Background: an optimization exercise with open tools, aiming at small area, a short achievable clock period and few clock cycles per item. Do not read the settings as production practice. Function was checked by simulation only, so behaviour that the tests miss may differ from the original.

==> inputs of run X <==
==> flow/design.v (excerpt) <==
module scan_disk_scheduler_top #(
   parameter int MAX_REQUESTS = 32
) (
   input  wire logic                          clock,
   input  wire logic                          reset,
   input  wire logic                          req_tvalid,
   output logic                               req_tready,
   input  wire logic [sds_pkg::REQ_DATA_W-1:0] req_tdata,
   input  wire logic                          req_tuser,
   output logic                               rsp_tvalid,
   input  wire logic                          rsp_tready,
   output logic [sds_pkg::RSP_DATA_W-1:0]     rsp_tdata,
   output logic                               rsp_tuser,
   output logic                               rsp_tlast,
   input  wire logic                          csr_wr_en,
   input  wire logic [sds_pkg::CYL_W-1:0]     csr_wr_data
);
==> flow/config.mk <==
export PLATFORM = sky130hd
export DESIGN_NAME = scan_disk_scheduler_top
export DESIGN_NICKNAME = scan_disk_scheduler_top
export VERILOG_FILES = /design/flow/design.v
export SDC_FILE = /design/flow/constraint.sdc
export NUM_CORES = 4
export LEC_CHECK = 0
export CAP_MARGIN = 20
export CORE_MARGIN = 2
export CORE_UTILIZATION = 45
export CTS_CLUSTER_DIAMETER = 60
export CTS_CLUSTER_SIZE = 20
export SETUP_SLACK_MARGIN = 5.0
export SLEW_MARGIN = 20
export SYNTH_HIERARCHICAL = 1
export SYNTH_MINIMUM_KEEP_SIZE = 0
==> flow/constraint.sdc <==
create_clock -name core_clock -period 8.0 [get_ports {clock}]
set_input_delay 1.6000 -clock core_clock [delete_from_list [all_inputs] [get_ports {clock}]]
set_output_delay 1.6000 -clock core_clock [all_outputs]
set_load 0.01 [all_outputs]
standard.sh (not shown) runs the stock make flow with config.mk's settings and CLKGATE_MAP_FILE= SYNTH_SCRIPT=/design/flow/synth_recipe.tcl, a recipe that flattens the netlist after the stock synthesis.
==> flow/flow/run.sh <==
#!/bin/bash
set -euo pipefail
export BUFFER_PORTS_ARGS="-buffer_cell sky130_fd_sc_hd__buf_4"
bash standard.sh > standard.log 2>&1
test -s out/final.def
==> run M (differences from run X) <==
--- a/flow/design.v
+++ b/flow/design.v
@@ -19,26 +19,10 @@
 endpackage
 `default_nettype wire
 `timescale 1ns / 1ps
 `default_nettype none
 import sds_pkg::*;
-module sds_cell_next (
-   input  wire logic [sds_pkg::CYL_W-1:0] cur,
-   input  wire logic [sds_pkg::CYL_W-1:0] below,
-   input  wire logic [sds_pkg::CYL_W-1:0] new_val,
-   input  wire logic                      sel_hold,
-   input  wire logic                      sel_below,
-   input  wire logic                      sel_new,
-   output logic      [sds_pkg::CYL_W-1:0] nxt
-);
-   assign nxt = (cur & {CYL_W{sel_hold}}) | (below & {CYL_W{sel_below}}) |
-                (new_val & {CYL_W{sel_new}});
-endmodule
-`default_nettype wire
-`timescale 1ns / 1ps
-`default_nettype none
-import sds_pkg::*;
 module sds_cmp (
    input  wire logic [sds_pkg::CYL_W-1:0] a,
    input  wire logic [sds_pkg::CYL_W-1:0] nb,
    input  wire logic                      ge,
    output logic                           gt
@@ -133,27 +117,28 @@
    logic              q_up_ff;
    logic [CYL_W-1:0]  q_val_ff;
    logic [N-1:0]      q_cmp_ff;       
    logic [CYL_W-1:0]  arr_ff [N];
    logic [N-1:0]      vld_ff;
-   logic [N-1:0]      vldo_ff;
    logic              walk_ff;        
    logic              begun_ff;       
    logic              second_ff;      
    logic              asc_ff;         
    logic              empty2_ff;      
    logic [N-1:0]      ptr_ff;         
-   logic [1:0]        room_ff;        
    logic              x_vld_ff;
    logic              x_first_ff;
    logic              x_turn_ff;
    logic              x_last_ff;
    logic [CYL_W-1:0]  x_cyl_ff;
+   logic              y_vld_ff;
+   logic              y_first_ff;
+   logic              y_turn_ff;
+   logic              y_last_ff;
+   logic [CYL_W-1:0]  y_cyl_ff;
+   logic [CYL_W-1:0]  y_step_ff;
    logic              o_vld_ff;
-   logic              o_pend_ff;      
-   logic              step_vld_ff;    
-   logic [CYL_W-1:0]  step_ff;        
    logic              o_turn_ff;
    logic              o_last_ff;
    logic [CYL_W-1:0]  o_cyl_ff;
    logic [MOVE_W-1:0] o_total_ff;
    logic [MOVE_W-1:0] travel_ff;
@@ -163,48 +148,30 @@
    logic              q_done;
    logic              i2q;            
    logic              start;          
    logic              adv;            
    logic              walk_end;       
-   logic              allow;          
-   assign allow     = !walk_ff || (second_ff && asc_ff && (room_ff != 2'd0));
-   assign q_ins     = q_full_ff && !q_op_ff && allow && !vld_ff[N-1];
-   assign q_drop    = q_full_ff && !q_op_ff && allow && vld_ff[N-1];
+   assign q_ins     = q_full_ff && !q_op_ff && !walk_ff && !vld_ff[N-1];
+   assign q_drop    = q_full_ff && !q_op_ff && !walk_ff && vld_ff[N-1];
    assign q_release = q_full_ff && q_op_ff && begun_ff && (second_ff || !walk_ff);
    assign q_done    = q_ins || q_drop || q_release;
    assign i2q       = i_full_ff && (!q_full_ff || q_done);
    assign start     = q_full_ff && q_op_ff && !begun_ff && !walk_ff && !x_vld_ff;
-   logic              i_full_n, q_full_n, q_op_n, walk_n, begun_n, second_n, asc_n;
-   logic [1:0]        room_n;
+   logic              i_full_n, q_full_n, q_op_n, walk_n, begun_n, second_n;
    logic              turn;           
-   logic              rd2;            
-   logic [N-1:0]      asc_start;
-   logic [N-1:0]      desc_start;
    logic              rdy_ff;
    always_comb begin
       i_full_n = reset ? 1'b0 : (req_tvalid && rdy_ff) ? 1'b1 : i2q ? 1'b0 : i_full_ff;
       q_full_n = reset ? 1'b0 : i2q ? 1'b1 : q_done ? 1'b0 : q_full_ff;
       q_op_n   = i2q ? i_op_ff : q_op_ff;
       walk_n   = (reset || walk_end) ? 1'b0 : start ? 1'b1 : walk_ff;
       begun_n  = (reset || q_release) ? 1'b0 : start ? 1'b1 : begun_ff;
       second_n = start ? 1'b0 : turn ? 1'b1 : second_ff;
-      asc_n    = start ? q_up_ff : turn ? !q_up_ff : asc_ff;
-      if (turn) begin
-         room_n = asc_start[0] ? 2'd0 : asc_start[1] ? 2'd1 : 2'd2;
-      end else if (rd2 && !(q_ins && walk_ff)) begin
-         room_n = (room_ff == 2'd0) ? 2'd1 : 2'd2;
-      end else if (!rd2 && q_ins && walk_ff) begin
-         room_n = room_ff - 2'd1;
-      end else begin
-         room_n = room_ff;
-      end
    end
    always_ff @(posedge clock) begin
-      rdy_ff <= !i_full_n || !q_full_n ||
-                (!q_op_n && (!walk_n || (second_n && asc_n && (room_n != 2'd0)))) ||
+      rdy_ff <= !i_full_n || !q_full_n || (!q_op_n && !walk_n) ||
                 (q_op_n && begun_n && (second_n || !walk_n));
-      room_ff <= room_n;
    end
    assign req_tready = rdy_ff;
    logic [N-1:0]      raw;            
    logic              pend;           
    logic [N-1:0]      gq;             
@@ -247,87 +214,68 @@
          q_up_ff  <= i_up_ff;
          q_val_ff <= ~i_nval_ff;
          q_cmp_ff <= cmp_in;
       end
    end
-   logic [N-1:0]      wr;             
-   logic [N-1:0]      wr_below;       
-   logic [CYL_W-1:0]  arr_nxt [N];
-   always_comb begin
-      for (int i = 0; i < N; i++) begin
-         wr[i]       = q_ins && gq[i] && (i == 0 || vld_ff[i == 0 ? 0 : i-1]);
-         wr_below[i] = (i > 0) && gq[i == 0 ? 0 : i-1];
-      end
-   end
-   for (genvar i = 0; i < N; i++) begin : g_cell
-      sds_cell_next u_next (
-         .cur       (arr_ff[i]),
-         .below     (arr_ff[i == 0 ? 0 : i-1]),
-         .new_val   (q_val_ff),
-         .sel_hold  (!wr[i]),
-         .sel_below (wr[i] && wr_below[i]),
-         .sel_new   (wr[i] && !wr_below[i]),
-         .nxt       (arr_nxt[i])
-      );
-   end
    always_ff @(posedge clock) begin
-      for (int i = 0; i < N; i++) begin
-         arr_ff[i] <= arr_nxt[i];
+      if (q_ins) begin
+         for (int i = 0; i < N; i++) begin
+            if (gq[i]) begin
+               arr_ff[i] <= (i > 0 && gq[i == 0 ? 0 : i-1]) ? arr_ff[i == 0 ? 0 : i-1] : q_val_ff;
+            end
+         end
       end
    end
    always_ff @(posedge clock) begin
-      if (reset || start) begin
+      if (reset || walk_end) begin
          vld_ff <= '0;
       end else if (q_ins) begin
          vld_ff <= {vld_ff[N-2:0], 1'b1};
       end
    end
-   always_ff @(posedge clock) begin
-      if (start) begin
-         vldo_ff <= vld_ff;
-      end
-   end
-   logic [N-1:0]      gr;             
    logic [N:0]        bnd;            
+   logic [N-1:0]      asc_start;
+   logic [N-1:0]      desc_start;
    logic              hit;            
    logic              nxt_hit;        
    logic [N-1:0]      ptr_nxt;
    logic [CYL_W-1:0]  rd;
    logic              o_adv;          
-   assign o_adv = !o_pend_ff && (!o_vld_ff || rsp_tready);
-   assign adv   = !x_vld_ff || o_adv;
+   logic              y_adv;          
+   assign o_adv = !o_vld_ff || rsp_tready;
+   assign y_adv = !y_vld_ff || o_adv;
+   assign adv   = !x_vld_ff || y_adv;
    always_comb begin
-      gr         = walk_ff ? (~vldo_ff | q_cmp_ff) : gq;
-      bnd        = {~gr[N-1], gr & ~{gr[N-2:0], 1'b0}};
+      bnd        = {~gq[N-1], bq};
       asc_start  = bnd[N-1:0];
       desc_start = bnd[N:1];
       ptr_nxt    = asc_ff ? {ptr_ff[N-2:0], 1'b0} : {1'b0, ptr_ff[N-1:1]};
-      hit        = |(ptr_ff & vldo_ff);
-      nxt_hit    = |(ptr_nxt & vldo_ff);
+      hit        = |(ptr_ff & vld_ff);
+      nxt_hit    = |(ptr_nxt & vld_ff);
       rd         = '0;
       for (int i = 0; i < N; i++) begin
          rd = rd | (arr_ff[i] & {CYL_W{ptr_ff[i]}});
       end
    end
    assign walk_end = walk_ff && adv &&
                      (hit ? (second_ff && !nxt_hit) : (!second_ff && empty2_ff));
    assign turn = walk_ff && adv && !hit && !second_ff;
-   assign rd2  = walk_ff && adv && hit && second_ff;
    always_ff @(posedge clock) begin
       walk_ff   <= walk_n;
       begun_ff  <= begun_n;
       second_ff <= second_n;
-      asc_ff    <= asc_n;
    end
    always_ff @(posedge clock) begin
       if (start) begin
+         asc_ff    <= q_up_ff;
          ptr_ff    <= q_up_ff ? asc_start : desc_start;
          empty2_ff <= q_up_ff ? gq[0] : !(|(vld_ff & q_cmp_ff));
       end else if (walk_ff && adv) begin
          if (hit) begin
             ptr_ff <= ptr_nxt;
          end else if (!second_ff) begin
+            asc_ff    <= !q_up_ff;
             ptr_ff    <= q_up_ff ? desc_start : asc_start;
          end
       end
    end
    always_ff @(posedge clock) begin
@@ -351,48 +299,46 @@
          end else begin
             x_cyl_ff <= q_up_ff ? last_cyl_ff : '0;
          end
       end
    end
-   logic [MOVE_W-1:0] sat;
-   logic              o_load;
-   assign o_load = x_vld_ff && o_adv;
-   assign sat    = add_sat(travel_ff, MOVE_W'(step_ff));
    always_ff @(posedge clock) begin
       if (reset) begin
-         o_vld_ff    <= 1'b0;
-         o_pend_ff   <= 1'b0;
-         step_vld_ff <= 1'b0;
-      end else begin
-         step_vld_ff <= o_load && !x_first_ff;
-         if (o_pend_ff) begin
-            o_vld_ff  <= 1'b1;
-            o_pend_ff <= 1'b0;
-         end else if (o_load) begin
-            o_vld_ff  <= !x_last_ff;
-            o_pend_ff <= x_last_ff;
-         end else if (rsp_tready) begin
-            o_vld_ff  <= 1'b0;
-         end
+         y_vld_ff <= 1'b0;
+      end else if (y_adv) begin
+         y_vld_ff <= x_vld_ff;
       end
    end
    always_ff @(posedge clock) begin
-      if (o_load) begin
-         o_cyl_ff   <= x_cyl_ff;
-         o_turn_ff  <= x_turn_ff;
-         o_last_ff  <= x_last_ff;
-         o_total_ff <= '0;
-         step_ff    <= abs_diff(x_cyl_ff, o_cyl_ff);
-      end else if (o_pend_ff) begin
-         o_total_ff <= sat;
+      if (x_vld_ff && y_adv) begin
+         y_first_ff <= x_first_ff;
+         y_turn_ff  <= x_turn_ff;
+         y_last_ff  <= x_last_ff;
+         y_cyl_ff   <= x_cyl_ff;
+         y_step_ff  <= abs_diff(x_cyl_ff, y_cyl_ff);
+      end
+   end
+   logic [MOVE_W-1:0] sat;
+   logic              o_load;
+   assign o_load = y_vld_ff && o_adv;
+   assign sat    = add_sat(travel_ff, MOVE_W'(y_step_ff));
+   always_ff @(posedge clock) begin
+      if (reset) begin
+         o_vld_ff <= 1'b0;
+      end else if (o_load) begin
+         o_vld_ff <= 1'b1;
+      end else if (rsp_tready) begin
+         o_vld_ff <= 1'b0;
       end
    end
    always_ff @(posedge clock) begin
-      if (o_load && x_first_ff) begin
-         travel_ff <= '0;
-      end else if (step_vld_ff) begin
-         travel_ff <= sat;
+      if (o_load) begin
+         o_cyl_ff   <= y_cyl_ff;
+         o_turn_ff  <= y_turn_ff;
+         o_last_ff  <= y_last_ff;
+         o_total_ff <= y_last_ff ? sat : '0;
+         travel_ff  <= y_first_ff ? '0 : sat;
       end
    end
    always_ff @(posedge clock) begin
       if (reset) begin
          last_cyl_ff <= LAST_CYL_RESET;
==> flow/run.sh (new file) <==
#!/bin/bash
# synth_recipe.tcl (not shown) runs the flow's synth.tcl, then flattens the netlist and writes it again
# the make line also repeats each setting of config.mk as NAME=value (left out here)
make -C /OpenROAD-flow-scripts/flow DESIGN_CONFIG=/design/flow/config.mk WORK_HOME=/design/flow/orfs CLKGATE_MAP_FILE= SYNTH_SCRIPT=/design/flow/synth_recipe.tcl finish
--- a/flow/config.mk
+++ b/flow/config.mk
@@ -5,11 +5,11 @@
 export SDC_FILE = /design/flow/constraint.sdc
 export NUM_CORES = 4
 export LEC_CHECK = 0
 export CAP_MARGIN = 20
 export CORE_MARGIN = 2
-export CORE_UTILIZATION = 45
+export CORE_UTILIZATION = 60
 export CTS_CLUSTER_DIAMETER = 60
 export CTS_CLUSTER_SIZE = 20
 export SETUP_SLACK_MARGIN = 5.0
 export SLEW_MARGIN = 20
 export SYNTH_HIERARCHICAL = 1
removed: flow/flow/run.sh
removed: flow/standard.sh
==> results.json <==
{
  "endpoint": "x_cyl_ff[11]",
  "yosysTopAreaCell": "dfxtp_1",
  "outcome": "timing/DRC/antenna clean",
  "finalInstanceArea_sq_um": 52220,
  "r2r-start": "ptr_ff[3]",
  "via_per_inst": 7.549,
  "grt_first_pass_wirelength_mm": 351.5,
  "skew_ns": 0.04076,
  "synth_xor_area_frac": 0.005640,
  "n_clock_buffer": 90,
  "synth.area.top_cells": "dfxtp_1 (27%), edfxtp_1 (12%), a222oi_1 (11%)",
  "worstPathCellList": "buf_4, a22o_1, a221oi_1, nand4_1, nor3_4, nor2_1, a311oi_1, nor2_1",
  "fmax_ghz": 0.3205,
  "crit_path_top_delay_cell": "a221oi_1",
  "antenna_found_initial": 23,
  "met1_length_mm": 92.02,
  "multiInputGateArea_sq_um": 24340,
  "synth_area_sq_um": 45040,
  "synth_fa_ha_area_frac": 0.01867,
  "path_max_fanout": 19
}
The numbers above come from run X.

==> results.json <==
{
  "via_per_inst": 7.567,
  "fmax_ghz": 0.3183,
  "grt_first_pass_wirelength_mm": 266.3,
  "met1_length_mm": 69.54,
  "antenna_found_initial": 5,
  "n_clock_buffer": 77,
  "yosysTopAreaCell": "edfxtp_1",
  "skew_ns": 0.02472,
  "outcome": "timing/DRC/antenna clean",
  "r2r-start": "ptr_ff[10]",
  "min_period_ns": 3.142,
  "synth_xor_area_frac": 0.004897,
  "finalInstanceArea_sq_um": 51760,
  "endpoint": "x_cyl_ff[1]",
  "worstPathCellList": "buf_4, a22o_1, a221oi_2, nand4_1, nor3_2, nor2_1, a31oi_1, a21oi_1",
  "crit_path_top_delay_cell": "nor3_2",
  "synth.area.top_cells": "edfxtp_1 (46%), mux2_2 (12%), a22oi_1 (4.2%)",
  "multiInputGateArea_sq_um": 22640,
  "pg_comb_mw": 1.89
}
The numbers above come from run M.

Testbench counts of run X, summed over its fixed seeds: cycles 3,124, items 1,655.
Testbench counts of run M, summed over its fixed seeds: cycles 3,543, items 1,655.

==> afterwards: timing with drivers on the ports <==
The results above use ideal ports. As a check the final layouts listed here were re-extracted and re-timed, cells and wires unchanged. Step 1: set_driving_cell puts a clkbuf_16 on clock and a buf_2 on each other input, an assumption about the parent block. Step 2 times the ports against the registers' clock, not the clock port: input delays grow and output delays shrink by t, the midpoint of the rising clock arrivals with the driver on. Slacks: no drivers / after step 1 / after step 2; pairs: no drivers / after step 1.
run	t (ns)	setup WS [ns]	hold WS [ns]	latest minus earliest clock arrival (ns)	worst data-port slew with drivers (ns)
run X	0.780	4.880 / 4.880 / 4.645	0.432 / 0.432 / 0.432	0.042 / 0.042	0.05
run M	0.695	4.858 / 4.858 / 4.346	0.410 / 0.410 / 0.410	0.033 / 0.033	0.05
After both steps every run listed still meets setup and hold. The setup slack of run M, which loses most, moves by 0.000 ns with the drivers and by -0.512 ns with both steps.
